Source: an optimization exercise on an open RTL-to-GDS flow (aim: small area and a short achievable clock period). Production flows keep margins and buffers that such runs may drop.
Only simulation tests tie the RTL to the original design; equivalence was not proved.
No activity file was given, so power comes from the tool's default toggle rates.

## flow/pre_dp.tcl

```tcl
# Before detailed placement: put the m_axis_tx_ready input buffer, the two upstream-ready gates
# and their output buffers next to their pins (placed together on the right edge by
# pre_io.tcl). Detailed placement then legalizes them. This shortens the one path that goes
# from an input straight to an output.
proc my_move_near { inst x y } {
  set dbu [[ord::get_db_block] getDefUnits]
  $inst setLocation [expr {int($x * $dbu)}] [expr {int($y * $dbu)}]
  $inst setPlacementStatus PLACED
}
proc my_net_driver { net } {
  foreach it [$net getITerms] {
    if {[$it isOutputSignal]} { return [$it getInst] }
  }
  return ""
}
set my_block [ord::get_db_block]
set my_die [$my_block getDieArea]
set my_dbu [$my_block getDefUnits]
set my_x [expr {[$my_die xMax] / double($my_dbu) - 14.0}]
foreach {port y} {s_axis_peer_ready 236.0 s_axis_host_ready 243.0} {
  set out [my_net_driver [$my_block findNet $port]]
  if {$out eq ""} { continue }
  my_move_near $out $my_x $y
  foreach it [$out getITerms] {
    if {[$it isInputSignal]} {
      set g [my_net_driver [$it getNet]]
      if {$g ne ""} { my_move_near $g [expr {$my_x - 6.0}] $y }
    }
  }
}
foreach it [[$my_block findNet m_axis_tx_ready] getITerms] {
  if {[$it isInputSignal]} { my_move_near [$it getInst] [expr {$my_x - 4.0}] 239.7 }
}
```

## flow/pre_io.tcl

```tcl
# Pins placed before the others. The clock pin sits alone in the middle of the bottom edge (no
# other pin within 10 um): its wire is routed with wider spacing than pins packed on every track
# allow. m_axis_tx_ready and the two upstream readies, which it drives through one gate, sit on
# adjacent tracks in the middle of the right edge.
place_pin -pin_name clk -layer met2 -location {239.89 0.243} -pin_size {0.14 0.485} -force_to_die_boundary
place_pin -pin_name s_axis_peer_ready -layer met3 -location {479.6 239.70} -pin_size {0.8 0.3} -force_to_die_boundary
place_pin -pin_name m_axis_tx_ready -layer met3 -location {479.6 240.38} -pin_size {0.8 0.3} -force_to_die_boundary
place_pin -pin_name s_axis_host_ready -layer met3 -location {479.6 241.06} -pin_size {0.8 0.3} -force_to_die_boundary
```

## flow/run.sh

```bash
#!/bin/bash
# The standard ORFS layout with these changes: synthesis leaves adders to abc (no full-adder
# cells), the ports get the smallest buffer, pins may sit on adjacent tracks (the clock pin
# alone, see pre_io.tcl), the cells between m_axis_tx_ready and the upstream readies sit next to
# their pins (pre_dp.tcl), and timing repair aims for setup slack well above 0 at the design's
# clock.
set -euo pipefail
export ADDER_MAP_FILE=
export BUFFER_PORTS_ARGS="-buffer_cell sky130_fd_sc_hd__buf_1"
export PRE_IO_PLACEMENT_TCL="$(pwd)/flow/pre_io.tcl"
export PRE_DETAIL_PLACE_TCL="$(pwd)/flow/pre_dp.tcl"
export PLACE_PINS_ARGS="-min_distance 1 -min_distance_in_tracks -exclude bottom:229-251 -exclude right:238-243"
export SETUP_SLACK_MARGIN=6.9
bash standard.sh finish > flow_make.log 2>&1
```

## standard.sh

```bash
#!/bin/bash
# synth_recipe.tcl (not shown) runs the flow's synth.tcl, then flattens the netlist and writes it again
# the make line also repeats each setting of config.mk as NAME=value (left out here)
make -C /OpenROAD-flow-scripts/flow DESIGN_CONFIG=/design/flow/config.mk WORK_HOME=/design/flow/orfs CLKGATE_MAP_FILE= SYNTH_SCRIPT=/design/flow/synth_recipe.tcl "${@:-finish}"
```

## design.v

```verilog
module udp_tx_arbiter #(
    parameter int unsigned DATA_WIDTH = 512,
    parameter int unsigned KEEP_WIDTH = DATA_WIDTH / 8,
    parameter int unsigned CNT_WIDTH  = 16
) (
    input  logic                  clk,
    input  logic                  rst,
    input  logic                  s_axis_peer_valid,
    output logic                  s_axis_peer_ready,
    input  logic [DATA_WIDTH-1:0] s_axis_peer_data,
    input  logic [KEEP_WIDTH-1:0] s_axis_peer_keep,
    input  logic                  s_axis_peer_last,
    input  logic [15:0]           s_axis_peer_src,
    input  logic [15:0]           s_axis_peer_dst,
    input  logic [15:0]           s_axis_peer_size,
    input  logic                  s_axis_host_valid,
    output logic                  s_axis_host_ready,
    input  logic [DATA_WIDTH-1:0] s_axis_host_data,
    input  logic [KEEP_WIDTH-1:0] s_axis_host_keep,
    input  logic                  s_axis_host_last,
    input  logic [15:0]           s_axis_host_src,
    input  logic [15:0]           s_axis_host_dst,
    input  logic [15:0]           s_axis_host_size,
    output logic                  m_axis_tx_valid,
    input  logic                  m_axis_tx_ready,
    output logic [DATA_WIDTH-1:0] m_axis_tx_data,
    output logic [KEEP_WIDTH-1:0] m_axis_tx_keep,
    output logic                  m_axis_tx_last,
    output logic [15:0]           m_axis_tx_src,
    output logic [15:0]           m_axis_tx_dst,
    output logic [15:0]           m_axis_tx_size,
    output logic [CNT_WIDTH-1:0]  stat_peer_pkts,
    output logic [CNT_WIDTH-1:0]  stat_host_pkts,
    output logic [CNT_WIDTH-1:0]  stat_len_err
);
    localparam int unsigned PW = DATA_WIDTH + KEEP_WIDTH + 1;    
    logic xp_q, xh_q;
    logic last_host_q;          
    logic first_q;              
    logic valid_q;
    logic [CNT_WIDTH-1:0] peer_cnt_q, host_cnt_q, err_cnt_q;
    logic [PW-1:0] pay;
    logic [47:0]   sb;
    logic out_ready, beat, pkt_done;
    logic sel_valid, sel_last;
    logic [15:0] sel_size;
    logic [PW-1:0] pay_p, pay_h;
    logic [47:0]   sb_p, sb_h;
    assign out_ready = !valid_q || m_axis_tx_ready;
    udp_tx_arbiter_rdy u_rdy_p (
        .clk(clk), .rst(rst), .xfer_d(xp_d), .valid_d(valid_d), .out_ready(m_axis_tx_ready),
        .ready(s_axis_peer_ready)
    );
    udp_tx_arbiter_rdy u_rdy_h (
        .clk(clk), .rst(rst), .xfer_d(xh_d), .valid_d(valid_d), .out_ready(m_axis_tx_ready),
        .ready(s_axis_host_ready)
    );
    assign sel_valid = (xp_q && s_axis_peer_valid) || (xh_q && s_axis_host_valid);
    assign sel_last  = xh_q ? s_axis_host_last : s_axis_peer_last;
    assign sel_size  = xh_q ? s_axis_host_size : s_axis_peer_size;
    assign beat     = out_ready && sel_valid;
    assign pkt_done = beat && sel_last;
    assign pay_p = {s_axis_peer_last, s_axis_peer_keep, s_axis_peer_data};
    assign pay_h = {s_axis_host_last, s_axis_host_keep, s_axis_host_data};
    assign sb_p  = {s_axis_peer_size, s_axis_peer_dst, s_axis_peer_src};
    assign sb_h  = {s_axis_host_size, s_axis_host_dst, s_axis_host_src};
    logic [PW-1:0] pay_d;
    logic [47:0]   sb_d;
    localparam int unsigned NSL = PW / 64;
    for (genvar i = 0; i < NSL; i++) begin : g_pay
        localparam int unsigned LO = i * 64;
        localparam int unsigned W  = (i == NSL - 1) ? PW - LO : 64;
        logic ld_a, ld_b, hold;
        udp_tx_arbiter_ctl u_ctl (
            .xa(xp_q), .xb(xh_q), .valid(valid_q), .out_ready(m_axis_tx_ready), .en(1'b1),
            .ld_a(ld_a), .ld_b(ld_b), .hold(hold)
        );
        udp_tx_arbiter_sel #(.W(W)) u_sel (
            .ld_a(ld_a), .ld_b(ld_b), .hold(hold), .a(pay_p[LO +: W]), .b(pay_h[LO +: W]),
            .q(pay[LO +: W]), .d(pay_d[LO +: W])
        );
    end
    logic sld_p, sld_h, shold;
    udp_tx_arbiter_ctl u_sb_ctl (
        .xa(xp_q), .xb(xh_q), .valid(valid_q), .out_ready(m_axis_tx_ready), .en(first_q),
        .ld_a(sld_p), .ld_b(sld_h), .hold(shold)
    );
    udp_tx_arbiter_sel #(.W(48)) u_sb_sel (
        .ld_a(sld_p), .ld_b(sld_h), .hold(shold), .a(sb_p), .b(sb_h), .q(sb), .d(sb_d)
    );
    always_ff @(posedge clk) begin
        pay <= pay_d;
        sb  <= sb_d;
    end
    logic [7:0]  s_q, c_q, s_d, c_d, z;
    logic [9:0]  hi_q;
    logic [16:0] need_eff, need_cur;
    assign z        = s_q + c_q;
    assign need_eff = {(z[7] || z[6]) ? hi_q : hi_q - 10'd1, z[6:0] ^ 7'h40};
    assign need_cur = first_q ? {1'b0, sel_size} : need_eff;
    udp_tx_arbiter_cnt u_cnt (
        .sel_b(xh_q), .keep_a(s_axis_peer_keep), .keep_b(s_axis_host_keep),
        .nl(need_cur[6:0]), .s(s_d), .c(c_d)
    );
    always_ff @(posedge clk) begin
        if (beat) begin
            s_q  <= s_d;
            c_q  <= c_d;
            hi_q <= need_cur[16:7];
        end
    end
    logic xp_d, xh_d, last_host_d, first_d, valid_d;
    always_comb begin
        xp_d        = xp_q;
        xh_d        = xh_q;
        last_host_d = last_host_q;
        first_d     = first_q;
        valid_d     = beat || (valid_q && !m_axis_tx_ready);
        if (!xp_q && !xh_q) begin
            if (s_axis_peer_valid || s_axis_host_valid) begin
                if (s_axis_peer_valid && s_axis_host_valid) begin
                    xh_d = !last_host_q;
                    xp_d = last_host_q;
                end else begin
                    xh_d = s_axis_host_valid;
                    xp_d = !s_axis_host_valid;
                end
                first_d = 1'b1;
            end
        end else if (beat) begin
            first_d = 1'b0;
            if (sel_last) begin
                xp_d        = 1'b0;
                xh_d        = 1'b0;
                last_host_d = xh_q;
            end
        end
    end
    always_ff @(posedge clk or posedge rst) begin
        if (rst) begin
            xp_q        <= 1'b0;
            xh_q        <= 1'b0;
            last_host_q <= 1'b1;
            first_q     <= 1'b0;
            valid_q     <= 1'b0;
        end else begin
            xp_q        <= xp_d;
            xh_q        <= xh_d;
            last_host_q <= last_host_d;
            first_q     <= first_d;
            valid_q     <= valid_d;
        end
    end
    always_ff @(posedge clk or posedge rst) begin
        if (rst) begin
            peer_cnt_q <= '0;
            host_cnt_q <= '0;
        end else if (pkt_done) begin
            if (xp_q && peer_cnt_q != '1) peer_cnt_q <= peer_cnt_q + CNT_WIDTH'(1);
            if (xh_q && host_cnt_q != '1) host_cnt_q <= host_cnt_q + CNT_WIDTH'(1);
        end
    end
    logic                 err_pend_q, hz_q, len_err;
    logic [7:0]           e, e_q;
    logic [CNT_WIDTH-1:0] err_mask, err_out;
    udp_tx_arbiter_chk u_chk (.s(s_d), .c(c_d), .e(e));
    always_ff @(posedge clk) begin
        hz_q <= need_cur[16:7] == 10'd0;
        e_q  <= e;
    end
    udp_tx_arbiter_err u_err (.done(err_pend_q), .hz(hz_q), .e(e_q), .err(len_err));
    udp_tx_arbiter_inc #(.W(CNT_WIDTH)) u_err_inc (.q(err_cnt_q), .m(err_mask));
    udp_tx_arbiter_tgl #(.W(CNT_WIDTH)) u_err_tgl (
        .en(len_err), .q(err_cnt_q), .m(err_mask), .y(err_out)
    );
    always_ff @(posedge clk or posedge rst) begin
        if (rst) begin
            err_pend_q <= 1'b0;
            err_cnt_q  <= '0;
        end else begin
            err_pend_q <= pkt_done;
            err_cnt_q  <= err_out;
        end
    end
    assign m_axis_tx_valid = valid_q;
    assign {m_axis_tx_last, m_axis_tx_keep, m_axis_tx_data} = pay;
    assign {m_axis_tx_size, m_axis_tx_dst, m_axis_tx_src}   = sb;
    assign stat_peer_pkts  = peer_cnt_q;
    assign stat_host_pkts  = host_cnt_q;
    assign stat_len_err    = err_out;
endmodule
module udp_tx_arbiter_ctl (
    input  logic xa,
    input  logic xb,
    input  logic valid,
    input  logic out_ready,
    input  logic en,
    output logic ld_a,
    output logic ld_b,
    output logic hold
);
    logic load;
    assign load = (!valid || out_ready) && en;
    assign ld_a = xa && load;
    assign ld_b = xb && load;
    assign hold = !load;
endmodule
module udp_tx_arbiter_sel #(
    parameter int unsigned W = 1
) (
    input  logic         ld_a,
    input  logic         ld_b,
    input  logic         hold,
    input  logic [W-1:0] a,
    input  logic [W-1:0] b,
    input  logic [W-1:0] q,
    output logic [W-1:0] d
);
    assign d = ({W{ld_a}} & a) | ({W{ld_b}} & b) | ({W{hold}} & q);
endmodule
module udp_tx_arbiter_rdy (
    input  logic clk,
    input  logic rst,
    input  logic xfer_d,
    input  logic valid_d,
    input  logic out_ready,
    output logic ready
);
    logic xfer_q, free_q;
    always_ff @(posedge clk or posedge rst) begin
        if (rst) begin
            xfer_q <= 1'b0;
            free_q <= 1'b0;
        end else begin
            xfer_q <= xfer_d;
            free_q <= xfer_d && !valid_d;
        end
    end
    assign ready = free_q || (xfer_q && out_ready);
endmodule
module udp_tx_arbiter_chk (
    input  logic [7:0] s,
    input  logic [7:0] c,
    output logic [7:0] e
);
    logic [7:0] k, cin;
    assign k   = 8'd64;
    assign cin = {(s[6:0] & c[6:0]) | ((s[6:0] | c[6:0]) & ~k[6:0]), 1'b0};
    assign e   = ~(s ^ c ^ k ^ cin);
endmodule
module udp_tx_arbiter_inc #(
    parameter int unsigned W = 16
) (
    input  logic [W-1:0] q,
    output logic [W-1:0] m
);
    logic [W-1:0] low_ones;    
    always_comb begin
        low_ones[0] = 1'b1;
        for (int i = 1; i < W; i++) begin
            low_ones[i] = low_ones[i-1] && q[i-1];
        end
    end
    assign m = (q != '1) ? low_ones : '0;
endmodule
module udp_tx_arbiter_tgl #(
    parameter int unsigned W = 16
) (
    input  logic         en,
    input  logic [W-1:0] q,
    input  logic [W-1:0] m,
    output logic [W-1:0] y
);
    assign y = q ^ ({W{en}} & m);
endmodule
module udp_tx_arbiter_err (
    input  logic       done,
    input  logic       hz,
    input  logic [7:0] e,
    output logic       err
);
    assign err = done && !(hz && (&e));
endmodule
module udp_tx_arbiter_cnt (
    input  logic        sel_b,
    input  logic [63:0] keep_a,
    input  logic [63:0] keep_b,
    input  logic [6:0]  nl,
    output logic [7:0]  s,
    output logic [7:0]  c
);
    logic [63:0] nk;
    assign nk = ~(sel_b ? keep_b : keep_a);
    logic t1;
    logic t2;
    logic t3;
    logic t4;
    logic t5;
    logic t6;
    logic t7;
    logic t8;
    logic t9;
    logic t10;
    logic t11;
    logic t12;
    logic t13;
    logic t14;
    logic t15;
    logic t16;
    logic t17;
    logic t18;
    logic t19;
    logic t20;
    logic t21;
    logic t22;
    logic t23;
    logic t24;
    logic t25;
    logic t26;
    logic t27;
    logic t28;
    logic t29;
    logic t30;
    logic t31;
    logic t32;
    logic t33;
    logic t34;
    logic t35;
    logic t36;
    logic t37;
    logic t38;
    logic t39;
    logic t40;
    logic t41;
    logic t42;
    logic t43;
    logic t44;
    logic t45;
    logic t46;
    logic t47;
    logic t48;
    logic t49;
    logic t50;
    logic t51;
    logic t52;
    logic t53;
    logic t54;
    logic t55;
    logic t56;
    logic t57;
    logic t58;
    logic t59;
    logic t60;
    logic t61;
    logic t62;
    logic t63;
    logic t64;
    logic t65;
    logic t66;
    logic t67;
    logic t68;
    logic t69;
    logic t70;
    logic t71;
    logic t72;
    logic t73;
    logic t74;
    logic t75;
    logic t76;
    logic t77;
    logic t78;
    logic t79;
    logic t80;
    logic t81;
    logic t82;
    logic t83;
    logic t84;
    logic t85;
    logic t86;
    logic t87;
    logic t88;
    logic t89;
    logic t90;
    logic t91;
    logic t92;
    logic t93;
    logic t94;
    logic t95;
    logic t96;
    logic t97;
    logic t98;
    logic t99;
    logic t100;
    logic t101;
    logic t102;
    logic t103;
    logic t104;
    logic t105;
    logic t106;
    logic t107;
    logic t108;
    logic t109;
    logic t110;
    logic t111;
    logic t112;
    logic t113;
    logic t114;
    logic t115;
    logic t116;
    logic t117;
    logic t118;
    logic t119;
    logic t120;
    logic t121;
    logic t122;
    logic t123;
    logic t124;
    logic t125;
    logic t126;
    assign t1 = (nk[0] ^ nk[10]) ^ nk[11];
    assign t2 = (nk[0] & nk[10]) | (nk[11] & (nk[0] | nk[10]));
    assign t3 = (nk[12] ^ nk[13]) ^ nk[14];
    assign t4 = (nk[12] & nk[13]) | (nk[14] & (nk[12] | nk[13]));
    assign t5 = (nk[15] ^ nk[16]) ^ nk[17];
    assign t6 = (nk[15] & nk[16]) | (nk[17] & (nk[15] | nk[16]));
    assign t7 = (nk[18] ^ nk[19]) ^ nk[1];
    assign t8 = (nk[18] & nk[19]) | (nk[1] & (nk[18] | nk[19]));
    assign t9 = (nk[20] ^ nk[21]) ^ nk[22];
    assign t10 = (nk[20] & nk[21]) | (nk[22] & (nk[20] | nk[21]));
    assign t11 = (nk[23] ^ nk[24]) ^ nk[25];
    assign t12 = (nk[23] & nk[24]) | (nk[25] & (nk[23] | nk[24]));
    assign t13 = (nk[26] ^ nk[27]) ^ nk[28];
    assign t14 = (nk[26] & nk[27]) | (nk[28] & (nk[26] | nk[27]));
    assign t15 = (nk[29] ^ nk[2]) ^ nk[30];
    assign t16 = (nk[29] & nk[2]) | (nk[30] & (nk[29] | nk[2]));
    assign t17 = (nk[31] ^ nk[32]) ^ nk[33];
    assign t18 = (nk[31] & nk[32]) | (nk[33] & (nk[31] | nk[32]));
    assign t19 = (nk[34] ^ nk[35]) ^ nk[36];
    assign t20 = (nk[34] & nk[35]) | (nk[36] & (nk[34] | nk[35]));
    assign t21 = (nk[37] ^ nk[38]) ^ nk[39];
    assign t22 = (nk[37] & nk[38]) | (nk[39] & (nk[37] | nk[38]));
    assign t23 = (nk[3] ^ nk[40]) ^ nk[41];
    assign t24 = (nk[3] & nk[40]) | (nk[41] & (nk[3] | nk[40]));
    assign t25 = (nk[42] ^ nk[43]) ^ nk[44];
    assign t26 = (nk[42] & nk[43]) | (nk[44] & (nk[42] | nk[43]));
    assign t27 = (nk[45] ^ nk[46]) ^ nk[47];
    assign t28 = (nk[45] & nk[46]) | (nk[47] & (nk[45] | nk[46]));
    assign t29 = (nk[48] ^ nk[49]) ^ nk[4];
    assign t30 = (nk[48] & nk[49]) | (nk[4] & (nk[48] | nk[49]));
    assign t31 = (nk[50] ^ nk[51]) ^ nk[52];
    assign t32 = (nk[50] & nk[51]) | (nk[52] & (nk[50] | nk[51]));
    assign t33 = (nk[53] ^ nk[54]) ^ nk[55];
    assign t34 = (nk[53] & nk[54]) | (nk[55] & (nk[53] | nk[54]));
    assign t35 = (nk[56] ^ nk[57]) ^ nk[58];
    assign t36 = (nk[56] & nk[57]) | (nk[58] & (nk[56] | nk[57]));
    assign t37 = (nk[59] ^ nk[5]) ^ nk[60];
    assign t38 = (nk[59] & nk[5]) | (nk[60] & (nk[59] | nk[5]));
    assign t39 = (nk[61] ^ nk[62]) ^ nk[63];
    assign t40 = (nk[61] & nk[62]) | (nk[63] & (nk[61] | nk[62]));
    assign t41 = (nk[6] ^ nk[7]) ^ nk[8];
    assign t42 = (nk[6] & nk[7]) | (nk[8] & (nk[6] | nk[7]));
    assign t43 = (nk[9] ^ nl[0]) ^ t1;
    assign t44 = (nk[9] & nl[0]) | (t1 & (nk[9] | nl[0]));
    assign t45 = (t11 ^ t13) ^ t15;
    assign t46 = (t11 & t13) | (t15 & (t11 | t13));
    assign t47 = (t17 ^ t19) ^ t21;
    assign t48 = (t17 & t19) | (t21 & (t17 | t19));
    assign t49 = (t23 ^ t25) ^ t27;
    assign t50 = (t23 & t25) | (t27 & (t23 | t25));
    assign t51 = (t29 ^ t3) ^ t31;
    assign t52 = (t29 & t3) | (t31 & (t29 | t3));
    assign t53 = (t33 ^ t35) ^ t37;
    assign t54 = (t33 & t35) | (t37 & (t33 | t35));
    assign t55 = (t39 ^ t41) ^ t5;
    assign t56 = (t39 & t41) | (t5 & (t39 | t41));
    assign t57 = (t7 ^ t9) ^ t43;
    assign t58 = (t7 & t9) | (t43 & (t7 | t9));
    assign t59 = (t45 ^ t47) ^ t49;
    assign t60 = (t45 & t47) | (t49 & (t45 | t47));
    assign t61 = (t51 ^ t53) ^ t55;
    assign t62 = (t51 & t53) | (t55 & (t51 | t53));
    assign t63 = t57 ^ t59;
    assign t64 = t57 & t59;
    assign t65 = (nl[1] ^ t10) ^ t12;
    assign t66 = (nl[1] & t10) | (t12 & (nl[1] | t10));
    assign t67 = (t14 ^ t16) ^ t18;
    assign t68 = (t14 & t16) | (t18 & (t14 | t16));
    assign t69 = (t2 ^ t20) ^ t22;
    assign t70 = (t2 & t20) | (t22 & (t2 | t20));
    assign t71 = (t24 ^ t26) ^ t28;
    assign t72 = (t24 & t26) | (t28 & (t24 | t26));
    assign t73 = (t30 ^ t32) ^ t34;
    assign t74 = (t30 & t32) | (t34 & (t30 | t32));
    assign t75 = (t36 ^ t38) ^ t4;
    assign t76 = (t36 & t38) | (t4 & (t36 | t38));
    assign t77 = (t40 ^ t42) ^ t6;
    assign t78 = (t40 & t42) | (t6 & (t40 | t42));
    assign t79 = (t8 ^ t65) ^ t67;
    assign t80 = (t8 & t65) | (t67 & (t8 | t65));
    assign t81 = (t69 ^ t71) ^ t73;
    assign t82 = (t69 & t71) | (t73 & (t69 | t71));
    assign t83 = (t75 ^ t77) ^ t44;
    assign t84 = (t75 & t77) | (t44 & (t75 | t77));
    assign t85 = (t46 ^ t48) ^ t50;
    assign t86 = (t46 & t48) | (t50 & (t46 | t48));
    assign t87 = (t52 ^ t54) ^ t56;
    assign t88 = (t52 & t54) | (t56 & (t52 | t54));
    assign t89 = (t58 ^ t79) ^ t81;
    assign t90 = (t58 & t79) | (t81 & (t58 | t79));
    assign t91 = (t83 ^ t60) ^ t62;
    assign t92 = (t83 & t60) | (t62 & (t83 | t60));
    assign t93 = (t85 ^ t87) ^ t64;
    assign t94 = (t85 & t87) | (t64 & (t85 | t87));
    assign t95 = t89 ^ t91;
    assign t96 = t89 & t91;
    assign t97 = (nl[2] ^ t66) ^ t68;
    assign t98 = (nl[2] & t66) | (t68 & (nl[2] | t66));
    assign t99 = (t70 ^ t72) ^ t74;
    assign t100 = (t70 & t72) | (t74 & (t70 | t72));
    assign t101 = (t76 ^ t78) ^ t80;
    assign t102 = (t76 & t78) | (t80 & (t76 | t78));
    assign t103 = (t82 ^ t97) ^ t99;
    assign t104 = (t82 & t97) | (t99 & (t82 | t97));
    assign t105 = (t84 ^ t86) ^ t88;
    assign t106 = (t84 & t86) | (t88 & (t84 | t86));
    assign t107 = (t101 ^ t103) ^ t90;
    assign t108 = (t101 & t103) | (t90 & (t101 | t103));
    assign t109 = (t105 ^ t92) ^ t96;
    assign t110 = (t105 & t92) | (t96 & (t105 | t92));
    assign t111 = t94 ^ t107;
    assign t112 = t94 & t107;
    assign t113 = (nl[3] ^ t100) ^ t98;
    assign t114 = (nl[3] & t100) | (t98 & (nl[3] | t100));
    assign t115 = (t102 ^ t104) ^ t113;
    assign t116 = (t102 & t104) | (t113 & (t102 | t104));
    assign t117 = (t106 ^ t108) ^ t115;
    assign t118 = (t106 & t108) | (t115 & (t106 | t108));
    assign t119 = t112 ^ t110;
    assign t120 = t112 & t110;
    assign t121 = (nl[4] ^ t114) ^ t116;
    assign t122 = (nl[4] & t114) | (t116 & (nl[4] | t114));
    assign t123 = t121 ^ t118;
    assign t124 = t121 & t118;
    assign t125 = nl[5] ^ t122;
    assign t126 = nl[5] & t122;
    assign s = {1'b0, nl[6], t124, t120, t117, t109, t93, t61};
    assign c = {1'b0, t126, t125, t123, t119, t111, t95, t63};
endmodule
```

## constraint.sdc

```tcl
create_clock -name core_clock -period 12.0 [get_ports {clk}]
set_input_delay 2.4000 -clock core_clock [delete_from_list [all_inputs] [get_ports {clk}]]
set_output_delay 2.4000 -clock core_clock [all_outputs]
set_load 0.01 [all_outputs]
```

## config.mk

```make
export PLATFORM = sky130hd
export DESIGN_NAME = udp_tx_arbiter
export DESIGN_NICKNAME = udp_tx_arbiter
export VERILOG_FILES = /design/flow/design.v
export SDC_FILE = /design/flow/constraint.sdc
export NUM_CORES = 4
export LEC_CHECK = 0
export CAP_MARGIN = 20
export CORE_AREA = 10 10 470 470
export CTS_BUF_LIST = sky130_fd_sc_hd__clkbuf_8
export CTS_CLUSTER_DIAMETER = 70
export CTS_CLUSTER_SIZE = 14
export DIE_AREA = 0 0 480 480
export SLEW_MARGIN = 20
export SYNTH_HIERARCHICAL = 1
```

==> results of run 1 <==
==> per-module statistics from Yosys, one instance, submodules excluded, a selection <==
module              cell area (sq um)  copies in the design
udp_tx_arbiter                  16360                     1
udp_tx_arbiter_cnt               3483                     1
udp_tx_arbiter_chk              157.7                     1
udp_tx_arbiter_rdy              67.56                     2
udp_tx_arbiter_ctl              30.03                    10
udp_tx_arbiter_err              23.77                     1
==> path summary, 6_finish.rpt <==
| kind | from | endpoint | slack, ns | cells after the start |
|---|---|---|---|---|
| worst max-delay path | m_axis_tx_ready | s_axis_peer_ready | 6.78 | 3 |
| worst min-delay path | pay[401] | pay[401] | 0.46 | 2 |
| worst max register to register | xh_q | e_q[4] | 7.28 | 15 |
| worst min register to register | pay[401] | pay[401] | 0.46 | 2 |
| max in group asynchronous | rst | err_cnt_q[9] | 9.52 | 3 |
| min in group asynchronous | rst | u_rdy_p.free_q | 1.48 | 2 |
==> synthesized netlist by cell type (all sizes together), types with 11 or more instances <==
cell / n
nand3: 18
mux2i: 43
nand2: 84
edfxtp: 26
and3: 28
dfxtp: 634
xor2: 36
nor3: 14
maj3: 62
xnor3: 21
inv: 636
buf: 224
a21oi: 34
xnor2: 166
nand2b: 16
nor2: 41
a222oi: 625
clkbuf: 11
o21ai: 36
dfrtp: 57
==> flip-flops by register name, indices dropped and copies added, names as in the netlist, 8 cells and up <==
| name | flops |
|---|---|
| err_cnt_q | 16 |
| sb | 48 |
| host_cnt_q | 16 |
| hi_q | 10 |
| c_q | 8 |
| e_q | 8 |
| peer_cnt_q | 16 |
| pay | 577 |
| s_q | 8 |
==> cell usage in the layout (no fill, tap or decap), types with 10 or more instances in the layout <==
cell type / count
xnor3_1: 20
mux2i_1: 36
buf_2: 11
nand2_1: 68
dfxtp_1: 634
a222oi_1: 625
xnor2_1: 147
buf_4: 57
nand3_1: 16
nor3_1: 10
xnor2_2: 19
buf_1: 1911
clkbuf_8: 90
and3_2: 17
maj3_1: 38
maj3_2: 24
inv_6: 12
diode_2: 193
edfxtp_1: 26
nor2_1: 39
nand2b_4: 10
inv_1: 641
a21oi_1: 33
dfrtp_1: 53
xor2_1: 35
conb_1: 29
nand2_2: 16
o21ai_0: 33
==> worst reg2reg max path, cell delays in order (launching register included) <==
cell	delay, ns
dfrtp_4	0.82
buf_6	0.42
buf_6	0.45
mux2i_1	0.16
o21ai_0	0.47
inv_1	0.09
maj3_1	0.33
o21ai_0	0.31
xor2_1	0.26
xnor2_2	0.14
nor2_1	0.19
a21o_1	0.14
a211oi_2	0.09
nor3_1	0.47
xnor2_2	0.14
xnor2_1	0.14
==> per-layer routing <==
metal  vias to the layer above  wire length (um)
li1                      14890                 -
met1                     17660             99830
met2                      3297            115600
met3                      1090             38480
met4                       136             26360
met5                         -              1091
==> timing repair <==
action / CTS / global route
setup endpoints to repair: 23 / 19
buffers inserted: 11 / 12
pin swaps: 5 / 5
gates resized for setup: 40 / 17
==> power by group through the flow <==
| stage | registers [W] | clock network [W] | logic, W |
|---|---|---|---|
| floorplan | 0.00484 | 0 | 0.00539 |
| global placement | 0.00458 | 0 | 0.00775 |
| detailed placement | 0.00461 | 0 | 0.00781 |
| CTS | 0.00457 | 0.00200 | 0.00786 |
| global route | 0.00470 | 0.00208 | 0.00855 |
| finish | 0.00460 | 0.00193 | 0.00792 |
==> through the flow <==
stage | util | hold WS (ns) | power [W] | area [sq um]
2_1_floorplan | - | 0.5040 | 0.01023 | 31480
6_report | 0.2051 | 0.4645 | 0.01444 | 43070
5_1_grt | 0.2041 | 0.4845 | 0.01533 | 42870
3_5_place_dp | 0.1927 | 0.4448 | 0.01242 | 40460
3_3_place_gp | 0.1927 | 0.4421 | 0.01233 | 40460
4_1_cts | 0.2020 | 0.4673 | 0.01443 | 42420
==> layout make-up <==
class,count,area share
flip-flops and latches,718,0.3467
multi-input cells,1350,0.2853
repair buffers,1984,0.1798
well taps,2805,0.08148
inverters,638,0.05572
clock buffers,90,0.02876
diodes,193,0.01121
clock inverters,44,0.01110
==> cells by family after synthesis <==
group | count (synthesis)
buffers and inverters | 873
AOI/OAI and AO/OA | 747
DFF | 718
and+or+nand+nor | 239
xor gates and xnor gates | 228
adders and majority gates | 62
muxes | 45
other | 2
==> run summary, run 1 <==
- In the post-synthesis netlist, the biggest area contributors are dfxtp_1 (40%), a222oi_1 (20%), inv_1 (7.6%).
- The number of global-route vias before repair came to 34,080.
- The clock buffer count from CTS is roughly 80.
- The worst setup path is launched from a primary input.
- At the worst endpoint, the required time is between 9 and 10 ns.
- The count of mapped cells out of synthesis is ~3,000.
- Of the available clock period, the critical path in the final layout requires 0.4351.
- The floorplan step defined a core boundary enclosing roughly 0.21 sq mm.
- After global routing, the most crowded layer is met2.
- 1,927 I/O pins were placed.
- The root cell of the clock tree is clkbuf_8.
- Prior to clock tree synthesis, the placed netlist has a worst setup slack of between 5 and 6 ns.
- The clock arrives with 0.05104 ns of skew.
- Registers take approximately 0.015 sq mm.
- The initial DRC count is 7,352.
- The stage delay of the slowest cell on the critical path is 0.16 ns.
- In the final timing run, aggregate negative setup slack is 0 ns.
- The fraction of power spent switching nets is 0.4714.
- Static timing analysis puts the maximum clock frequency at 191.5 MHz.
- The post-synthesis adder-cell area fraction is 0.02036.
- The share of the synthesized area in compound gates (AO/OA/AOI/OAI) is 0.2258.
- The flow ran to the end and the layout has no timing, DRC or antenna violations.
- The area of the mapped netlist is 0.03134 sq mm.
- The share of the Yosys chip area taken by registers is 0.4762.
- The initial antenna violation count is 343.
- The family with the most delay on the worst path is buffers and inverters.
- The number of buffers and inverters on the critical path is 2.
- The average wire per standard cell is approximately 36 um.
- The count of nets left with antenna violations once routing finished came out at 0.
- The number of I/O port buffers is 1,930.
- The power density over the cells is 335.4 mW/mm^2.
- The power spent charging and discharging nets is 0.006808 W.
- Setup repair after global routing could not meet its margin everywhere.
- The H-tree depth reported by CTS is 3.
- Of the total power, the clock network draws 0.134.
- The share of layout cells above drive strength 1 is 0.06924.
- The internal power of the cells totals about 0.0076 W.
- For this configuration, the core starts out at a cell density of 0.1493.
- The source-to-sink clock delay at the later pin of the worst-skew pair is 0.87 ns.
- After clock tree synthesis, the clock-pin slew on the worst setup and hold paths is about 0.08 ns.
- Of the total synthesized cell area, the portion taken by AND, OR, NAND and NOR gates is 0.04036.
- The clock period could shrink to 5.222 ns.
- The floorplan has 168 rows.
- Walking the worst path, the cells encountered are clkbuf_16, a21o_1, buf_2.
- The number of fill cells in the layout is around 24,000.
- The total vias in the final route is 37,070.
- Using the TritonRoute via totals, the vias-per-cell ratio works out to 4.739.
- The footprint of the multi-input gates is 0.01229 sq mm.
- Summed over all layers, the routed wires come to 281,300 um.
- The routing usage on met2 is 0.3242.
- The most used flip-flop cell after synthesis is dfxtp_1.
- The final RePlAce weighted congestion is between 1 and 1.5.
- The combinational cell fraction of total power is 0.548.
- The iteration count of the initial detailed-routing pass is 13.
- A synthesized cell averages 10.76 sq um.
- Detailed placement finished with a half-perimeter wire length of 240,200 um.
- During synthesis, Yosys emitted a total of 9 warnings.
- The number of nets at the end of the flow is 6,026.
- The category of the worst setup path capture point is an output pin.
- The critical path is of the in2out type.
- The final count of hold timing violations is 0.
- The slew at the pin with the worst max-slew slack is 1.001 ns.
- The number of sinks handled by clock tree synthesis is 718.
- The max-slew violation count is 0.
- The residual DRC count is 0.
- For this run the aggregate overflow at the end of global routing stands at 0.
- TritonCTS built the clock tree.
- The met1 capacity usage during global routing is 0.2440.
- The non-filler instance count after layout is a little under 8,000.
- Relative to the synthesized area, the layout overhead comes to 37.43%.
- The longest clock path from root to sink contains 3 buffers.
- The floorplan die area is around 0.23 sq mm.
- The die outline width is between 400 and 500 um.
- The relative contribution of sequential cells to total power is 0.318.
- The number of hold buffers added after CTS was 0.
- Headroom to the max-slew limit came out at 0.3259.
- The synthesized flop and latch total is 718.
- Setup violations remaining at the end of the flow were counted as 0.
- The type of the most critical hold path is reg2reg.
- The area share of the largest cell type after synthesis is 0.4050.
- Among all stages on the critical path, the largest delay is contributed by a21o_1.
- VDD sags by at most 0.0005505 V.
- The tool flagged a number of max-cap violations equal to 0.
- The first global-routing pass estimated 348,300 um of wire.
- The post-synthesis async set-or-reset flop share is 0.08078.
- Yosys mapped a number of flops with a built-in enable equal to 26.
- The portion of synthesized area spent on multiplexers is 0.01641.
- Measured along the y axis, the die boundary spans 480 um.
- The largest fanout on the critical path is 3.
- The largest family of logic cells by synthesized area is compound AO/OA/AOI/OAI gates.
- The arrival time of the worst setup path is about 2.8 ns.
- The largest net degree at the start of global routing is 66.
- The global-route total usage across every layer is 0.2248.
- For met3 alone, demand over resource in global routing was 0.1204.
- The cell taking the most area after synthesis is dfxtp_1.
- The number of placed cells counting well taps is 7,472.
- The number of unique standard cell types used by synthesis is 74.
- The worst setup margin is between 6 and 7 ns.
- For this design the static power due to leakage is 18.33 nW.
- Of the total synthesized cell area, the portion taken by XOR and XNOR cells is 0.07781.
==> run 2: changes to the inputs <==
--- a/design.v
+++ b/design.v
@@ -496,18 +496,18 @@
     assign t77 = (t40 ^ t42) ^ t6;
     assign t78 = (t40 & t42) | (t6 & (t40 | t42));
-    assign t79 = (t8 ^ t65) ^ t67;
-    assign t80 = (t8 & t65) | (t67 & (t8 | t65));
-    assign t81 = (t69 ^ t71) ^ t73;
-    assign t82 = (t69 & t71) | (t73 & (t69 | t71));
-    assign t83 = (t75 ^ t77) ^ t44;
-    assign t84 = (t75 & t77) | (t44 & (t75 | t77));
-    assign t85 = (t46 ^ t48) ^ t50;
-    assign t86 = (t46 & t48) | (t50 & (t46 | t48));
-    assign t87 = (t52 ^ t54) ^ t56;
-    assign t88 = (t52 & t54) | (t56 & (t52 | t54));
-    assign t89 = (t58 ^ t79) ^ t81;
-    assign t90 = (t58 & t79) | (t81 & (t58 | t79));
-    assign t91 = (t83 ^ t60) ^ t62;
-    assign t92 = (t83 & t60) | (t62 & (t83 | t60));
+    assign t79 = (t8 ^ t44) ^ t46;
+    assign t80 = (t8 & t44) | (t46 & (t8 | t44));
+    assign t81 = (t48 ^ t50) ^ t52;
+    assign t82 = (t48 & t50) | (t52 & (t48 | t50));
+    assign t83 = (t54 ^ t56) ^ t65;
+    assign t84 = (t54 & t56) | (t65 & (t54 | t56));
+    assign t85 = (t67 ^ t69) ^ t71;
+    assign t86 = (t67 & t69) | (t71 & (t67 | t69));
+    assign t87 = (t73 ^ t75) ^ t77;
+    assign t88 = (t73 & t75) | (t77 & (t73 | t75));
+    assign t89 = (t58 ^ t60) ^ t62;
+    assign t90 = (t58 & t60) | (t62 & (t58 | t60));
+    assign t91 = (t79 ^ t81) ^ t83;
+    assign t92 = (t79 & t81) | (t83 & (t79 | t81));
     assign t93 = (t85 ^ t87) ^ t64;
     assign t94 = (t85 & t87) | (t64 & (t85 | t87));
@@ -520,22 +520,22 @@
     assign t101 = (t76 ^ t78) ^ t80;
     assign t102 = (t76 & t78) | (t80 & (t76 | t78));
-    assign t103 = (t82 ^ t97) ^ t99;
-    assign t104 = (t82 & t97) | (t99 & (t82 | t97));
-    assign t105 = (t84 ^ t86) ^ t88;
-    assign t106 = (t84 & t86) | (t88 & (t84 | t86));
-    assign t107 = (t101 ^ t103) ^ t90;
-    assign t108 = (t101 & t103) | (t90 & (t101 | t103));
-    assign t109 = (t105 ^ t92) ^ t96;
-    assign t110 = (t105 & t92) | (t96 & (t105 | t92));
-    assign t111 = t94 ^ t107;
-    assign t112 = t94 & t107;
+    assign t103 = (t82 ^ t84) ^ t86;
+    assign t104 = (t82 & t84) | (t86 & (t82 | t84));
+    assign t105 = (t88 ^ t97) ^ t99;
+    assign t106 = (t88 & t97) | (t99 & (t88 | t97));
+    assign t107 = (t101 ^ t103) ^ t105;
+    assign t108 = (t101 & t103) | (t105 & (t101 | t103));
+    assign t109 = (t90 ^ t92) ^ t94;
+    assign t110 = (t90 & t92) | (t94 & (t90 | t92));
+    assign t111 = t96 ^ t107;
+    assign t112 = t96 & t107;
     assign t113 = (nl[3] ^ t100) ^ t98;
     assign t114 = (nl[3] & t100) | (t98 & (nl[3] | t100));
-    assign t115 = (t102 ^ t104) ^ t113;
-    assign t116 = (t102 & t104) | (t113 & (t102 | t104));
-    assign t117 = (t106 ^ t108) ^ t115;
-    assign t118 = (t106 & t108) | (t115 & (t106 | t108));
-    assign t119 = t112 ^ t110;
-    assign t120 = t112 & t110;
+    assign t115 = (t102 ^ t104) ^ t106;
+    assign t116 = (t102 & t104) | (t106 & (t102 | t104));
+    assign t117 = (t113 ^ t108) ^ t115;
+    assign t118 = (t113 & t108) | (t115 & (t113 | t108));
+    assign t119 = t110 ^ t112;
+    assign t120 = t110 & t112;
     assign t121 = (nl[4] ^ t114) ^ t116;
     assign t122 = (nl[4] & t114) | (t116 & (nl[4] | t114));
@@ -544,5 +544,5 @@
     assign t125 = nl[5] ^ t122;
     assign t126 = nl[5] & t122;
-    assign s = {1'b0, nl[6], t124, t120, t117, t109, t93, t61};
-    assign c = {1'b0, t126, t125, t123, t119, t111, t95, t63};
+    assign s = {1'b0, nl[6], t125, t123, t117, t109, t93, t61};
+    assign c = {1'b0, t126, t124, t120, t119, t111, t95, t63};
 endmodule
==> run 2 against run 1 <==
  * Critical path depth stayed put
  * Via count is 3.6% lower
  * Combinational power is 3.3% lower
  * Clock power hardly changed
  * Wire length is 4.4% lower
  * Core utilization is 0.14 points lower
  * Clock-buffer cell count is 2 lower
  * Fmax is 0.20% higher
  * Synthesized area is 0.71% lower
  * Sequential power hardly changed
  * Sequential share of layout area is 0.23 points higher
  * Total power is 1.4% lower
  * Largest cell class unchanged
  * Largest power group unchanged
==> run summary, run 2 <==
- After routing, the total negative slack on setup checks comes to 0 ns.
- The critical path runs through a total of 3 cells.
- Counting flops with a built-in enable in the synthesized netlist gives 26.
- The H-tree depth reported by CTS is 3.
- The register cell area after layout is 0.01493 sq mm.
- For the worst setup path, the data arrival time is approximately 2.8 ns.
- The design draws 0.01424 W.
- The clock tree buffer depth is 3.
- The clock buffer count from CTS is 83.
- The family with the most delay on the worst path is buffers and inverters.
- The detailed router placed 35,740 vias in this run.
- By startpoint and endpoint, the worst setup path is classified as in2out.
- The setup-violating endpoint count in the final report is 0.
- The number of cells on the worst hold path is 2.
- The die extent in y is 480 um.
- For hold timing, the worst endpoint is pay[219].
- The type of the most critical hold path is reg2reg.
- In the final design database the tool counted 5,963 nets.
- The CTS clock-pin slew for the worst setup and hold paths is 0.07 ns.
- The number of hold buffers added after cts is 0.
- The average wire per standard cell is around 35 um.
- Dividing the detail-routed via count by the number of cells gives 4.601.
- The clock period minus final worst setup slack is 5.211 ns.
- The launch instance of the worst register-to-register path is xh_q.
- For the pin with the worst max-slew slack, the measured transition is 1.125 ns.
- Hold is met by 0.4670 ns.
- The mean instance size in the synthesized netlist is 10.87 sq um.
- The proportion of synthesized chip area in sequential cells is 0.4796.
- The half-perimeter wire length after detailed placement is 227,400 um.
- By area the synthesized netlist is led by dfxtp_1 (41%), a222oi_1 (20%), inv_1 (7.7%).
- The share of layout cells above drive strength 1 is 0.06293.
- The slack of the worst reg-to-reg path is 7.23 ns.
- The normalized max-slew margin is 0.2501.
- The critical path required time is 9.60 ns.
- The number of global-route vias before repair is 33,650.
- Summing all multi-input logic gate instances after layout gives 0.01203 sq mm.
- For this block, the initial DRC count from the detailed router was 6,148.
- The worst setup margin is 6.789 ns.
- The iteration count of the initial detailed-routing pass is 12.
- In this run the remaining antenna-violating nets after routing total 0.
- The primary flip-flop cell chosen by synthesis mapping is dfxtp_1.
- The total length of routed wires is 268,900 um.
- The worst-case IR drop observed on VDD is roughly 0.00046 V.
- The tree is rooted in a clkbuf_8.
- The die is 480 um wide.
- The commonest cells after synthesis are inv_1 (638), dfxtp_1 (634), a222oi_1 (625).
- The number of unique standard cell types used by synthesis is 69.
- The area growth from synthesis to layout is 37.47%.
- The highest clock frequency the design can meet is 191.9 MHz.
- The area share of the largest cell type after synthesis is 0.4079.
- For this run, the slowest stage of the critical path takes 0.17 ns.
- The floorplan core area is between 0.2 and 0.25 sq mm.
- The congestion estimate from routability-driven global placement came to 1.038.
- Across the run, the number of max-cap violations was 0.
- The endpoint identified for the worst register-to-register timing path is e_q[4].
- The startpoint type of the worst setup path is a primary input.
- The max-slew violation count is 0.
- The die covers 0.2304 sq mm.
- The synthesized netlist occupies a cell area of 0.03112 sq mm.
- The library cells used most frequently in the layout, excluding fill and tap cells, are buf_1 (1,918), inv_1 (643), dfxtp_1 (634).
- Leaving out fill and tap cells, the most frequent cell in the layout is buf_1.
- At the later pin of the worst-skew pair, clock insertion delay measures 0.89 ns.
- The standard-cell row count is between 150 and 200.
- The count of buffering cells on the critical path with inverters included is 2.
- Walking the worst path, the cells encountered are clkbuf_16, a21o_1, buf_6.
- The startpoint identified for the worst hold timing path is pay[219].
- The cell taking the most area after synthesis is dfxtp_1.
- The largest net degree at the start of global routing is 66.
- The total of warnings raised by yosys is 9.
- Measured in cells, the most critical reg-to-reg path has a length of 12.
- STA classifies the critical path endpoint as an output pin.
- The TritonCTS clock tree is yes.
- For this run, the total global-route usage over all layers was measured as 0.2152.
- The cell with the biggest individual delay on the critical path is a21o_1.
- The run finished with no timing, DRC or antenna violations.
- The number of I/O port buffers is 1,930.
- More flip-flops sit in one register than any other, and that register is pay.
- In the final layout, the registers with the most flip-flops are pay (577), sb (48).
- The worst clock skew is slightly below 0.06 ns.
- In the routed design, unresolved DRC markers number 0.
- The flip-flop count of the largest register, all copies and words added is 577.
- Before CTS, the worst setup slack after placement is 6.122 ns.
- Of all flip-flops after synthesis, the portion carrying an async set or reset was 0.08078.
- The synthesized flop and latch total is between 700 and 800.
- In this run the worst path has a maximum fanout of 3.
- Synthesis produced a netlist whose cell count is 2,863.
- Summed over all layers, the global routing overflow is 0.
- The first global-routing pass estimated 335,600 um of wire.
- The analysis attributes to cell leakage a power of 18.37 nW.
- For this design the top-level I/O count stands at between 1,500 and 2,000.
- For this configuration, the core starts out at a cell density of 0.1482.
- The power density over the cells is 332.8 mW/mm^2.
- The part of the cycle the worst path needs is 0.4343.
- The number of fill cells in the layout is approximately 24,000.
- The final count of hold timing violations is 0.
- The initial antenna violation count was 286.
- Setup repair after global routing could not meet its margin everywhere.
- CTS saw 718 sinks.
- In the post-synthesis netlist, the cell with the most instances is inv_1.
==> run 2: metal layers <==
metal | wire (um) | GRT usage | vias to the layer above
met5 | 767 | 0.003313 | -
met4 | 27970 | 0.1955 | 98
met3 | 33960 | 0.1010 | 990
met2 | 114600 | 0.3220 | 2865
met1 | 91580 | 0.2232 | 17060
li1 | - | - | 14720
==> run 2: stage by stage <==
step | area [sq um] | utilization | std cells
after global routing | 42620 | 0.2030 | 7706
after floorplan | 31250 | - | 2890
after global placement | 40200 | 0.1914 | 7415
final | 42780 | 0.2037 | 7768
after CTS | 42150 | 0.2007 | 7568
after detailed placement | 40200 | 0.1914 | 7415
==> run 2: worst max-delay path by stage <==
stage,startpoint,to,slack (ns)
3_5_place_dp,s_axis_host_keep[8],e_q[4],6.12
5_1_grt,m_axis_tx_ready,s_axis_peer_ready,6.78
2_1_floorplan,s_axis_host_keep[31],e_q[3],6.67
3_3_place_gp,s_axis_host_keep[8],e_q[4],6.15
4_1_cts,m_axis_tx_ready,s_axis_peer_ready,6.77
6_report,m_axis_tx_ready,s_axis_peer_ready,6.79
==> run 2: worst reg2reg max path: stages, from the launching register on <==
cell	delay, ns
dfrtp_4	1.01
buf_4	0.73
o21ai_0	0.27
o22ai_1	0.29
xnor2_1	0.18
xor2_1	0.27
maj3_2	0.29
xnor3_1	0.44
maj3_2	0.34
maj3_2	0.32
xor2_1	0.26
xnor2_1	0.19
xnor2_1	0.10
==> run 2: layout make-up <==
type	count	share of cell area
inverters	639	0.05607
flip-flops and latches	718	0.3490
well taps	2805	0.08204
clock inverters	56	0.01392
multi-input cells	1298	0.2811
diodes	196	0.01146
repair buffers	1968	0.1781
clock buffers	88	0.02831
==> run 2: where the power goes <==
part,internal [W],switching (W)
clock,0.000820,0.00114
sequential,0.00374,0.000880
combinational,0.00294,0.00472
total,0.00750,0.00673
==> run 2: cells by family (layout without fill, tap and decap cells) <==
kind of cell / after synthesis / in the layout / synth area share
buffers and inverters: 874 / 2751 / 0.1435
AO/OA/AOI/OAI: 734 / 734 / 0.2244
flip-flops: 718 / 718 / 0.4796
AND/OR/NAND/NOR: 229 / 229 / 0.03904
XOR/XNOR: 202 / 202 / 0.07857
adder cells (fa/ha/maj): 61 / 61 / 0.02030
multiplexers: 43 / 43 / 0.01439
other: 2 / 225 / 0.0002413
==> run 2: per-module statistics from Yosys, one instance, submodules excluded, a selection <==
module              area [sq um]  flops+latches
udp_tx_arbiter_rdy         67.56              2
udp_tx_arbiter             16360            714
udp_tx_arbiter_chk         157.7              0
udp_tx_arbiter_err         23.77              0
udp_tx_arbiter_ctl         30.03              0
udp_tx_arbiter_cnt          3261              0
==> run 2: what timing repair did <==
| action | 4_1_cts | 5_1_grt |
|---|---|---|
| setup endpoints to repair | 18 | 9 |
| endpoints found under the hold margin | 0 | 0 |
| pin swaps | 4 | 5 |
| gates resized for setup | 22 | 11 |
| buffers inserted | 9 | 2 |
==> run 3: changes to the inputs <==
--- a/design.v
+++ b/design.v
@@ -73,5 +73,5 @@
         logic ld_a, ld_b, hold;
         udp_tx_arbiter_ctl u_ctl (
-            .xa(xp_q), .xb(xh_q), .valid(valid_q), .out_ready(m_axis_tx_ready), .en(1'b1),
+            .xa(xp_q), .xb(xh_q), .valid(valid_q), .out_ready(m_axis_tx_ready),
             .ld_a(ld_a), .ld_b(ld_b), .hold(hold)
         );
@@ -83,6 +83,6 @@
     logic sld_p, sld_h, shold;
     udp_tx_arbiter_ctl u_sb_ctl (
-        .xa(xp_q), .xb(xh_q), .valid(valid_q), .out_ready(m_axis_tx_ready), .en(first_q),
-        .ld_a(sld_p), .ld_b(sld_h), .hold(shold)
+        .xa(xp_q && first_q), .xb(xh_q && first_q), .valid(valid_q),
+        .out_ready(m_axis_tx_ready), .ld_a(sld_p), .ld_b(sld_h), .hold(shold)
     );
     udp_tx_arbiter_sel #(.W(48)) u_sb_sel (
@@ -195,5 +195,4 @@
     input  logic valid,
     input  logic out_ready,
-    input  logic en,
     output logic ld_a,
     output logic ld_b,
@@ -201,8 +200,8 @@
 );
     logic load;
-    assign load = (!valid || out_ready) && en;
+    assign load = !valid || out_ready;
     assign ld_a = xa && load;
     assign ld_b = xb && load;
-    assign hold = !load;
+    assign hold = !(load && (xa || xb));
 endmodule
 module udp_tx_arbiter_sel #(
==> run 3 against run 2 <==
  * Fmax barely moved
  * Critical path type unchanged
  * Largest power group unchanged
  * Critical endpoint unchanged
  * Combinational power rose by 22%
  * Synthesized area rose by 0.18%
  * Highest routed layer unchanged
  * Core utilization rose by 0.067 points
  * Total power rose by 14%
==> run summary, run 3 <==
- The flow ran to the end and the layout has no timing, DRC or antenna violations.
- The number of I/O port buffers is 1,930.
- The die extent in y is 480 um.
- The H-tree depth reported by CTS is 3.
- The tree is rooted in a clkbuf_8.
- The post-synthesis async set-or-reset flop share is 0.08078.
- The clock period minus final worst setup slack is 5.214 ns.
- The clock tree buffer depth is 3.
- Detailed placement ended at an HPWL of 257,100 um.
- The initial antenna violation count came to 339.
- The final count of hold timing violations is 0.
- The initial cell density of the core is 0.1485.
- In the finished design, the share of the clock period the worst path needs comes to 0.4345.
- Routability-driven placement finished with a final weighted congestion of 1.120.
- The count of flip-flops with a built-in enable after synthesis is 26.
- The number of cells on the worst hold path is 2.
- The power density over the cells is ~380 mW/mm^2.
- After filler insertion, the fill cell instance count of the layout stands at 23,730.
- Once routing completed, OpenROAD measured the worst setup slack at 6.786 ns.
- In the synthesized netlist, the cells that appear most often are inv_1 (641), dfxtp_1 (634), a222oi_1 (625).
- The floorplan step defined a core boundary enclosing 0.2100 sq mm.
- The fraction of power spent switching nets is 0.4997.
- The count of boundary I/O pins is 1,927.
- Counting flops per register, the top entry is pay.
- The first global-routing pass estimated 372,000 um of wire.
- At the placement stage, the worst setup path has a slack of 5.903 ns.
- The largest net degree at the start of global routing is 66.
- Data on the critical path is required at its endpoint by between 9 and 10 ns.
- The iteration count of the initial detailed-routing pass is 14.
- The number of sinks handled by clock tree synthesis is 718.
- The type of the worst setup path is in2out.
- The global-route total usage across every layer is 0.2432.
- The power spent charging and discharging nets is 0.008125 W.
- The relative contribution of sequential cells to total power is 0.293.
- At the pin with the least slew margin, the transition time is around 1.1 ns.
- The floorplan die area is between 0.2 and 0.25 sq mm.
- The path class of the tightest hold or removal check is reg2reg.
- Between clock sinks in the finished design, the worst skew comes to a little under 0.1 ns.
- The largest registers in the layout are pay (577), sb (48).
- STA classifies the critical path endpoint as an output pin.
- Adding up every negative setup slack in the final design gives 0 ns.
- The number of cells on the worst reg-to-reg path is 13.
- The number of placed cells counting well taps is approximately 7,400.
- The max-slew violation count is 0.
- The number of global-route vias before repair is approximately 34,000.
- The worst hold slack is 0.4654 ns.
- By area the synthesized netlist is led by dfxtp_1 (41%), a222oi_1 (20%), inv_1 (7.7%).
- STA classifies the critical path startpoint as a primary input.
- In the layout the commonest cells are buf_1 (1,915), inv_1 (650), dfxtp_1 (634).
- Setup repair after global routing could not meet its margin everywhere.
- The via count normalized by instance count is 4.774.
- inv_1 is the most common cell in the netlist.
- For this design, the CTS-stage hold fixing added 0 buffers.
- The normalized max-slew margin is 0.2431.
- Each instance of the synthesized netlist takes up on average 10.86 sq um.
- The total of warnings raised by yosys is 9.
- The source-to-sink clock delay at the later pin of the worst-skew pair is 0.89 ns.
- The primary flip-flop cell chosen by synthesis mapping is dfxtp_1.
- The number of unique standard cell types used by synthesis is 77.
- Total power for the finished layout comes to between 0.015 and 0.02 W.
- The highest clock frequency the design can meet is ~190 MHz.
- For the worst setup path, the data arrival time is 2.81 ns.
- The combinational cell fraction of total power is 0.577.
- The area share of the largest cell type after synthesis is 0.4071.
- The total length of routed wires is 303,400 um.
- Setup violations remaining at the end of the flow were counted as 0.
- Dividing the detail-routed wire length by the instance count gives 39.15 um.
- The count of mapped cells out of synthesis is 2,872.
- Leaving out fill and tap cells, the most frequent cell in the layout is buf_1.
- The residual DRC count is 0.
- TritonCTS built the clock tree.
- The register with the most flip-flops in the layout has a little under 600 of them.
- The CTS clock-pin slew for the worst setup and hold paths is roughly 0.060 ns.
- The cell taking the most area after synthesis is dfxtp_1.
- For this run the aggregate overflow at the end of global routing stands at 0.
- In the final layout, the share of cells above drive strength 1 is 0.06615.
- The area growth from synthesis to layout is 37.67%.
- In this run the remaining antenna-violating nets after routing total 0.
- The number of nets at the end of the flow is 5,947.
- In this run the worst path has a maximum fanout of 3.
- The clock buffer count from CTS is between 80 and 90.
- The proportion of synthesized chip area in sequential cells is 0.4787.
- Counting flops and latches in the post-synthesis netlist gives 718.
- The tool flagged a number of max-cap violations equal to 0.
- The non-filler instance count after layout is 7,750.
- The area of the mapped netlist is 0.03118 sq mm.
- The standby leakage power is 17.57 nW.
- The floorplan has 168 rows.
- The die outline width is 480 um.
- The total vias in the final route is 37,000.
- The clock share of power is 0.130.
- The peak supply drop is around 0.00055 V.
- The cell-internal power is 0.008135 W.
- After the first detailed-routing iteration, the DRC count stood at 6,797.
[run 3: cell types whose count changed in the layout (fill, tap and decap cells not counted), moves of 7 or more]
cell	delta
clkbuf_8	+11
and3_2	-15
nor2_1	+7
diode_2	-13
o21ai_4	+10
and2_4	+17
inv_1	+7
nand2_2	-8
conb_1	-27
[run 3: metal layers]
metal / vias to the layer above / global-route usage / routed length [um]
met5: - / 0.006627 / 1018
met4: 148 / 0.1708 / 25790
li1: 14730 / - / -
met3: 1103 / 0.1268 / 37350
met1: 17890 / 0.2575 / 108900
met2: 3133 / 0.3715 / 130400
[run 3: critical path, cell delays in order]
cell and delay (ns):
clkbuf_16 0.12, a21o_1 0.16, clkbuf_2 0.13
[run 3: worst paths after layout]
kind | start | endpoint | slack (ns)
min reg2reg | pay[257] | pay[257] | 0.47
max | m_axis_tx_ready | s_axis_peer_ready | 6.79
max reg2reg | first_q | e_q[4] | 7.42
max in group asynchronous | rst | xh_q | 9.49
min | pay[257] | pay[257] | 0.47
min in group asynchronous | rst | u_rdy_h.free_q | 1.58
[run 3: logic make-up after synthesis]
family / after synthesis / synth area share
fa+ha+maj: 56 / 0.01862
compound gates: 748 / 0.2264
flops: 718 / 0.4787
mux: 44 / 0.01477
buf+inv: 878 / 0.1440
simple gates: 223 / 0.03889
other cells: 1 / 0.0001203
xor+xnor: 204 / 0.07850
[run 3: final cells by class]
cell class              count  area, sq um  share of cell area
well taps                2805         3510             0.08177
flip-flops and latches    718        14930              0.3479
clock buffers              99         1363             0.03175
inverters                 642         2414             0.05623
repair buffers           1965         7589              0.1768
diodes                    183        457.9             0.01067
clock inverters            61        636.9             0.01484
multi-input cells        1277        12020              0.2800
[run 3: power by group through the flow]
stage / clock [W] / combinational (W) / sequential (W)
2_1_floorplan: 0 / 0.00617 / 0.00507
3_3_place_gp: 0 / 0.00924 / 0.00474
3_5_place_dp: 0 / 0.00925 / 0.00478
4_1_cts: 0.00219 / 0.00930 / 0.00474
5_1_grt: 0.00227 / 0.00997 / 0.00488
6_report: 0.00212 / 0.00938 / 0.00477
[run 3: stage by stage]
stage | area (sq um) | util
after floorplan | 31210 | -
after global placement | 40160 | 0.1913
after detailed placement | 40180 | 0.1913
after CTS | 42370 | 0.2018
after global routing | 42750 | 0.2036
final | 42920 | 0.2044
[run 3: what timing repair did]
item / CTS / global route
gates resized for setup: 22 / 16
buffers inserted: 14 / 0
pin swaps: 5 / 1
endpoints found under the setup margin: 19 / 17
[run 3: Yosys stat by module, one instance, submodules excluded, a selection]
module / cells inside / flops+latches / area, sq um / copies in the design
udp_tx_arbiter_cnt: 316 / 0 / 3261 / 1
udp_tx_arbiter_chk: 22 / 0 / 157.7 / 1
udp_tx_arbiter_ctl: 4 / 0 / 33.78 / 10
udp_tx_arbiter_err: 4 / 0 / 23.77 / 1
udp_tx_arbiter: 956 / 714 / 16380 / 1
udp_tx_arbiter_rdy: 5 / 2 / 67.56 / 2

[re-timing with driven ports]
How much do the figures lean on ideal ports? The routed layouts below were timed once more, with nothing changed but the port constraints.
Step 1 assumes that a clkbuf_16 drives the clock port and a buf_2 every other input.
Step 2 adds t to the input delays and takes it off the output delays; t is the mean of the earliest and latest rising clock arrival at the registers after step 1. Input paths then give back, and output paths get back, about the clock's delay inside the block.
Slacks: ideal / step 1 / step 2; pairs: ideal / step 1.
run | t, ns | setup WS [ns] | hold slack, ns
run 1 | 0.897 | 6.778 / 6.723 / 6.054 | 0.465 / 0.465 / 0.465
run 2 | 0.896 | 6.789 / 6.738 / 6.148 | 0.467 / 0.467 / 0.467
run 3 | 0.892 | 6.786 / 6.735 / 6.082 | 0.465 / 0.465 / 0.465
After both steps setup and hold are still met in every run listed. For run 1, which loses most, drivers alone change the setup slack by -0.055 ns; drivers and shift together by -0.724 ns.
